What follows belongs to an exercise in optimizing a design on an open flow for small area; a production flow would make more cautious choices.
Function was checked by simulation only, so behaviour that the tests miss may differ from the original.

==> inputs of v11 <==
// bubble_pool
module bubble_pool
#(
   parameter int NUM_SLOTS = 8,
   parameter int MAX_SIZE  = 3,
   parameter int BASE_DIAM = 8,
   parameter int SCREEN_W  = 640,
   parameter int FLOOR_Y   = 440,
   parameter int X_SPEED   = 2,
   parameter int GRAVITY   = 1
)(
   input  logic                          clk,
   input  logic                          reset,
   input  logic                          startOfFrame,
   input  logic                          spawn_valid,
   output logic                          spawn_ready,
   input  logic [2:0]                    spawn_size,
   input  logic [10:0]                   spawn_x,
   input  logic [10:0]                   spawn_y,
   input  logic                          spawn_dir,
   input  logic                          hit_valid,
   input  logic [$clog2(NUM_SLOTS)-1:0]  hit_slot,
   input  logic [10:0]                   pixelX,
   input  logic [10:0]                   pixelY,
   output logic                          drawingRequest,
   output logic [$clog2(NUM_SLOTS)-1:0]  drawSlot,
   output logic [2:0]                    drawSize,
   output logic [10:0]                   offsetX,
   output logic [10:0]                   offsetY,
   output logic [$clog2(NUM_SLOTS):0]    activeCount,
   output logic                          split,
   output logic                          allCleared
);
   localparam int N  = 8;
   localparam int SW = 3;
   localparam logic [1:0] S_IDLE   = 2'd0;
   localparam logic [1:0] S_UPDATE = 2'd1;
   localparam logic [1:0] S_SPLIT  = 2'd2;
   localparam logic [1:0] S_DONE   = 2'd3;
   logic [N-1:0]    s_act, s_pend, s_dir, s_fresh;
   logic [N*2-1:0]  s_size;
   logic [N*11-1:0] s_xn, s_yn;    
   logic [N*6-1:0]  s_vy;
   logic [1:0]  state;
   logic [N-1:0] isel;    
   logic in_idle, in_upd, in_spl, in_done;
   assign in_idle = (state == S_IDLE);
   assign in_upd  = (state == S_UPDATE);
   assign in_spl  = (state == S_SPLIT);
   assign in_done = (state == S_DONE);
   logic [N-1:0] fsel;
   logic         below_full;
   always_comb begin
      below_full = 1'b1;
      for (int i = 0; i < N; i++) begin
  ...
Settings: LEC_CHECK=0, CAP_MARGIN=20, CORE_MARGIN=2, CORE_UTILIZATION=40, SLEW_MARGIN=20, CTS_ARGS=-sink_clustering_enable -repair_clock_nets -dont_use_dummy_load, BUFFER_PORTS_ARGS=-buffer_cell sky130_fd_sc_hd__buf_1; clock period 10.0 ns.
standard.sh (not shown) runs the stock make flow with config.mk's settings and CLKGATE_MAP_FILE= SYNTH_SCRIPT=/design/flow/synth_recipe.tcl, a recipe that flattens the netlist after the stock synthesis.
==> flow/flow/run.sh <==
#!/bin/bash
# Layout flow: the standard ORFS flow (standard.sh) with these changes to how the layout
# is built:
#  - synthesis is the standard one (synth_recipe.tcl), but ABC maps the logic with the
#    area-oriented script flow/abc_area.script (read through a scripts folder that is ORFS's
#    own, file for file, except for that script);
#  - clock tree synthesis without dummy load cells;
#  - the smallest buffer for the port buffers.
# Each tool's output goes to a log in this folder (synth.log, standard.log); ORFS also keeps
# its per-step logs under orfs/logs/.
set -euo pipefail
work=$(pwd)
mkdir -p scripts_abc
for f in "$FLOW_HOME"/scripts/*; do
  ln -s "$f" scripts_abc/
done
rm scripts_abc/abc_speed.script
cp flow/abc_area.script scripts_abc/abc_speed.script
cat >> config.mk <<'EOC'
export CTS_ARGS = -sink_clustering_enable -repair_clock_nets -dont_use_dummy_load
export BUFFER_PORTS_ARGS = -buffer_cell sky130_fd_sc_hd__buf_1
EOC
bash standard.sh SCRIPTS_DIR="$work/scripts_abc" synth > synth.log 2>&1
bash standard.sh > standard.log 2>&1
==> flow/flow/abc_area.script <==
strash
dch
amap
topo
stime -c
==> v2: changes against v11 <==
--- a/flow/design.v
+++ b/flow/design.v
@@ -13,13 +13,15 @@
    output logic [1:0]                     size,
    output logic [5:0]                     off_x,
    output logic [5:0]                     off_y
 );
    localparam int SW = $clog2(NUM_SLOTS);
-   function automatic logic [11:0] sub(input logic [10:0] p, input logic [10:0] qn);
-      logic c;
-      c = 1'b1;
+   function automatic logic [11:0] sub(input logic [10:0] p, input logic [10:0] qm);
+      logic [10:0] qn;
+      logic        c;
+      qn = {qm[10:6], ~qm[5:3], qm[2:0]};    
+      c  = 1'b1;
       for (int k = 0; k < 11; k++) begin
          sub[k] = p[k] ^ qn[k] ^ c;
          c      = (p[k] && qn[k]) || (p[k] && c) || (qn[k] && c);
       end
       sub[11] = c;
@@ -97,13 +99,14 @@
    localparam int SW = 3;
    localparam logic [1:0] S_IDLE   = 2'd0;
    localparam logic [1:0] S_UPDATE = 2'd1;
    localparam logic [1:0] S_SPLIT  = 2'd2;
    localparam logic [1:0] S_DONE   = 2'd3;
-   logic [N-1:0]    s_act, s_pend, s_dir, s_fresh;
+   logic [N-1:0]    s_act, s_pend, s_dir;
    logic [N*2-1:0]  s_size;
-   logic [N*11-1:0] s_xn, s_yn;    
+   localparam logic [10:0] CPOL = 11'b111_1100_0111;
+   logic [N*11-1:0] s_xn, s_yn;
    logic [N*6-1:0]  s_vy;
    logic [1:0]  state;
    logic [N-1:0] isel;    
    logic in_idle, in_upd, in_spl, in_done;
    assign in_idle = (state == S_IDLE);
@@ -125,26 +128,26 @@
    logic signed [5:0] c_vy;
    always_comb begin
       c_act   = 1'b0;
       c_pend  = 1'b0;
       c_dir   = 1'b0;
-      c_fresh = 1'b0;
       c_size  = '0;
       c_x     = '0;
       c_y     = '0;
       c_vy    = '0;
       for (int i = 0; i < N; i++) begin
          c_act   = c_act   | (s_act[i]   & isel[i]);
          c_pend  = c_pend  | (s_pend[i]  & isel[i]);
          c_dir   = c_dir   | (s_dir[i]   & isel[i]);
-         c_fresh = c_fresh | (s_fresh[i] & isel[i]);
          c_size  = c_size  | (s_size[i*2 +: 2] & {2{isel[i]}});
-         c_x     = c_x     | (~s_xn[i*11 +: 11] & {11{isel[i]}});
-         c_y     = c_y     | (~s_yn[i*11 +: 11] & {11{isel[i]}});
+         c_x     = c_x     | ((s_xn[i*11 +: 11] ^ CPOL) & {11{isel[i]}});
+         c_y     = c_y     | ((s_yn[i*11 +: 11] ^ CPOL) & {11{isel[i]}});
          c_vy    = c_vy    | (s_vy[i*6 +: 6] & {6{isel[i]}});
       end
    end
+   logic s_par;
+   assign c_fresh = (c_vy[5:1] == 5'b10000) && (c_vy[0] == s_par);
    logic live, upd_split, do_pop, do_move, advance;
    assign live      = in_upd && c_act && !c_fresh;
    assign upd_split = live && c_pend && (c_size != 2'd0);
    assign do_pop    = live && c_pend && (c_size == 2'd0);
    assign do_move   = live && !c_pend;
@@ -152,11 +155,11 @@
    assign split       = do_pop || in_spl;
    assign allCleared  = in_done && (s_act == '0) && (activeCount != '0);
    assign spawn_ready = !reset && in_idle && !(&s_act);
    logic              m_dir;
    logic [10:0]       m_x, m_y;
-   logic [5:0]        m_vy, v;
+   logic [5:0]        m_vy, v, vy_e;
    logic [11:0]       nx;
    logic [12:0]       ny;
    logic [8:0]        xlim, ylim;
    logic              tx, cv, cy, ya, vb;
    always_comb begin
@@ -177,14 +180,15 @@
          m_dir = 1'b0;
       end else begin
          m_x   = nx[10:0];
          m_dir = c_dir;
       end
+      vy_e = (c_vy[5:3] == 3'b100) ? 6'b110000 : c_vy;
       cv = 1'b1;
       for (int k = 0; k < 6; k++) begin
-         v[k] = c_vy[k] ^ cv;
-         cv   = cv & c_vy[k];
+         v[k] = vy_e[k] ^ cv;
+         cv   = cv & vy_e[k];
       end
       cy = 1'b0;
       for (int k = 0; k < 13; k++) begin
          ya    = (k < 11) ? c_y[k] : 1'b0;
          vb    = (k < 6) ? v[k] : v[5];
@@ -208,14 +212,14 @@
    logic [1:0]  sp_size;
    assign sp_size = spawn_size[2] ? 2'd3 : spawn_size[1:0];
    assign w_x    = in_idle ? spawn_x : (in_upd ? m_x : c_x);
    assign w_y    = in_idle ? spawn_y : (in_upd ? m_y : c_y);
    assign w_size = in_idle ? sp_size : (c_size - 2'd1);
-   assign w_vy   = in_idle ? 6'd0 : (in_upd ? m_vy : -6'sd16);
+   assign w_vy   = in_idle ? 6'd0 : (in_upd ? m_vy : {5'b10000, s_par});
    logic alloc_go;
    assign alloc_go = in_spl || (in_idle && spawn_valid);
-   logic [N-1:0] n_act, n_pend, n_fresh;
+   logic [N-1:0] n_act, n_pend;
    logic [3:0]   n_cnt;
    always_comb begin
       n_cnt = '0;
       for (int i = 0; i < N; i++)
          n_cnt = n_cnt + {3'd0, s_act[i]};
@@ -225,20 +229,18 @@
    always_comb begin
       for (int i = 0; i < N; i++) begin
          n_act[i]   = (fsel[i] && alloc_go) || (s_act[i] && !(isel[i] && do_pop));
          n_pend[i]  = !((fsel[i] && alloc_go) || (isel[i] && in_spl)) &&
                       (s_pend[i] || (hit_go && hit_slot == SW'(i)));
-         n_fresh[i] = !in_idle && (s_fresh[i] || (fsel[i] && in_spl));
       end
    end
    always_ff @(posedge clk) begin
-      s_fresh <= n_fresh;
       s_pend  <= n_pend;
       for (int i = 0; i < N; i++) begin
          if ((isel[i] && do_move) || (fsel[i] && alloc_go)) begin
-            s_xn[i*11 +: 11] <= ~w_x;
-            s_yn[i*11 +: 11] <= ~w_y;
+            s_xn[i*11 +: 11] <= w_x ^ CPOL;
+            s_yn[i*11 +: 11] <= w_y ^ CPOL;
          end
          if ((isel[i] && (do_move || in_spl)) || (fsel[i] && alloc_go)) begin
             s_vy[i*6 +: 6] <= w_vy;
             s_dir[i]       <= in_idle ? spawn_dir : (in_upd ? m_dir : fsel[i]);
          end
@@ -272,10 +274,11 @@
    assign offsetY  = {5'd0, d_oy};
    always_ff @(posedge clk or posedge reset) begin
       if (reset) begin
          state          <= S_IDLE;
          isel           <= N'(1);
+         s_par          <= 1'b0;
          activeCount    <= '0;
          s_act          <= '0;
          drawingRequest <= 1'b0;
          drawSlot       <= '0;
          d_size         <= '0;
@@ -289,10 +292,11 @@
             S_SPLIT:  state <= isel[N-1] ? S_DONE : S_UPDATE;
             default:  state <= S_IDLE;
          endcase
          if (advance) isel <= {isel[N-2:0], isel[N-1]};
          if (in_done) activeCount <= n_cnt;
+         if (in_done) s_par <= !s_par;
          s_act          <= n_act;
          drawingRequest <= h_hit;
          drawSlot       <= h_slot;
          d_size         <= h_size;
          d_ox           <= h_ox;
==> flow/flow/run.sh (replaced) <==
#!/bin/bash
# Layout flow: the standard ORFS flow (standard.sh) with these changes to how the layout
# is built:
#  - synthesis is the standard one (synth_recipe.tcl), but ABC maps the logic with the
#    area-oriented script flow/abc_area.script (read through a scripts folder that is ORFS's
#    own, file for file, except for that script);
#  - clock tree synthesis without dummy load cells, with clkbuf_8 buffers that each drive a
#    cluster of at most 16 registers within 60 um;
#  - one tie cell drives all the constant outputs (no per-output copies);
#  - the smallest buffer (buf_1) for the port buffers; every port still gets one.
# Each tool's output goes to a log in this folder (synth.log, standard.log); ORFS also keeps
# its per-step logs under orfs/logs/.
set -euo pipefail
work=$(pwd)
mkdir -p scripts_abc
for f in "$FLOW_HOME"/scripts/*; do
  ln -s "$f" scripts_abc/
done
rm scripts_abc/abc_speed.script
cp flow/abc_area.script scripts_abc/abc_speed.script
cat >> config.mk <<'EOC'
export CTS_ARGS = -sink_clustering_enable -repair_clock_nets -dont_use_dummy_load -buf_list sky130_fd_sc_hd__clkbuf_8 -sink_clustering_size 16 -sink_clustering_max_diameter 60
export SKIP_REPAIR_TIE_FANOUT = 1
export BUFFER_PORTS_ARGS = -buffer_cell sky130_fd_sc_hd__buf_1
EOC
bash standard.sh SCRIPTS_DIR="$work/scripts_abc" synth > synth.log 2>&1
bash standard.sh > standard.log 2>&1
==> flow/flow/abc_area.script (replaced) <==
strash
dch
amap
strash
dch
amap
strash
dch
amap
topo
stime -c
CTS_ARGS = -sink_clustering_enable -repair_clock_nets -dont_use_dummy_load -buf_list sky130_fd_sc_hd__clkbuf_8 -sink_clustering_size 16 -sink_clustering_max_diameter 60   (was -sink_clustering_enable -repair_clock_nets -dont_use_dummy_load)
GPL_TIMING_DRIVEN = 0   (was unset)
SKIP_REPAIR_TIE_FANOUT = 1   (was unset)
==> flow_metrics.tcl <==
set metrics [dict create \
    status "finished clean" \
    seq_share_pct 46.3 \
    power.total_mw 2.71 \
    postSynthCellCount 1364 \
    core-area_um2 41700 \
    layoutNonFillerInstCount 2031 \
    register_area_um2 8630 \
    clk_pin_slew_ns 0.10 \
]
# the run above: v2

==> flow_metrics.tcl <==
set metrics [dict create \
    status "finished clean" \
    layoutNonFillerInstCount 2088 \
    seq_share_pct 45.5 \
    power.total_mw 3.20 \
    clk_pin_slew_ns 0.06 \
    core-area_um2 42000 \
]
# the run above: v11

==> what the ideal ports hide <==
How much do the figures lean on ideal ports? The routed layouts below were timed once more, with nothing changed but the port constraints.
Step 1 sets driving cells, clkbuf_16 on the clock port and buf_2 on the other inputs (assumed; they add their load-dependent delay and slew).
Step 2 times the ports against the registers' clock, not the clock port: input delays grow and output delays shrink by t, the midpoint of the rising clock arrivals with the driver on.
Three values: ideal ports, drivers, drivers and shift; two values: the first two.
run | shift t [ns] | setup WS [ns] | hold WS [ns] | slew at the worst register clock pin (ns) | worst slew at a driven data input, ns
v11 | 0.562 | 1.017 / 1.017 / 0.514 | 0.476 / 0.476 / 0.476 | 0.06 / 0.06 | 0.05
v2 | 0.651 | 0.301 / 0.327 / -0.324 | 0.490 / 0.490 / 0.490 | 0.11 / 0.11 | 0.10
Met with ideal ports but missed after step 2: setup timing in v2. The setup slack of v2, which loses most, moves by +0.026 ns with the drivers and by -0.625 ns with both steps.
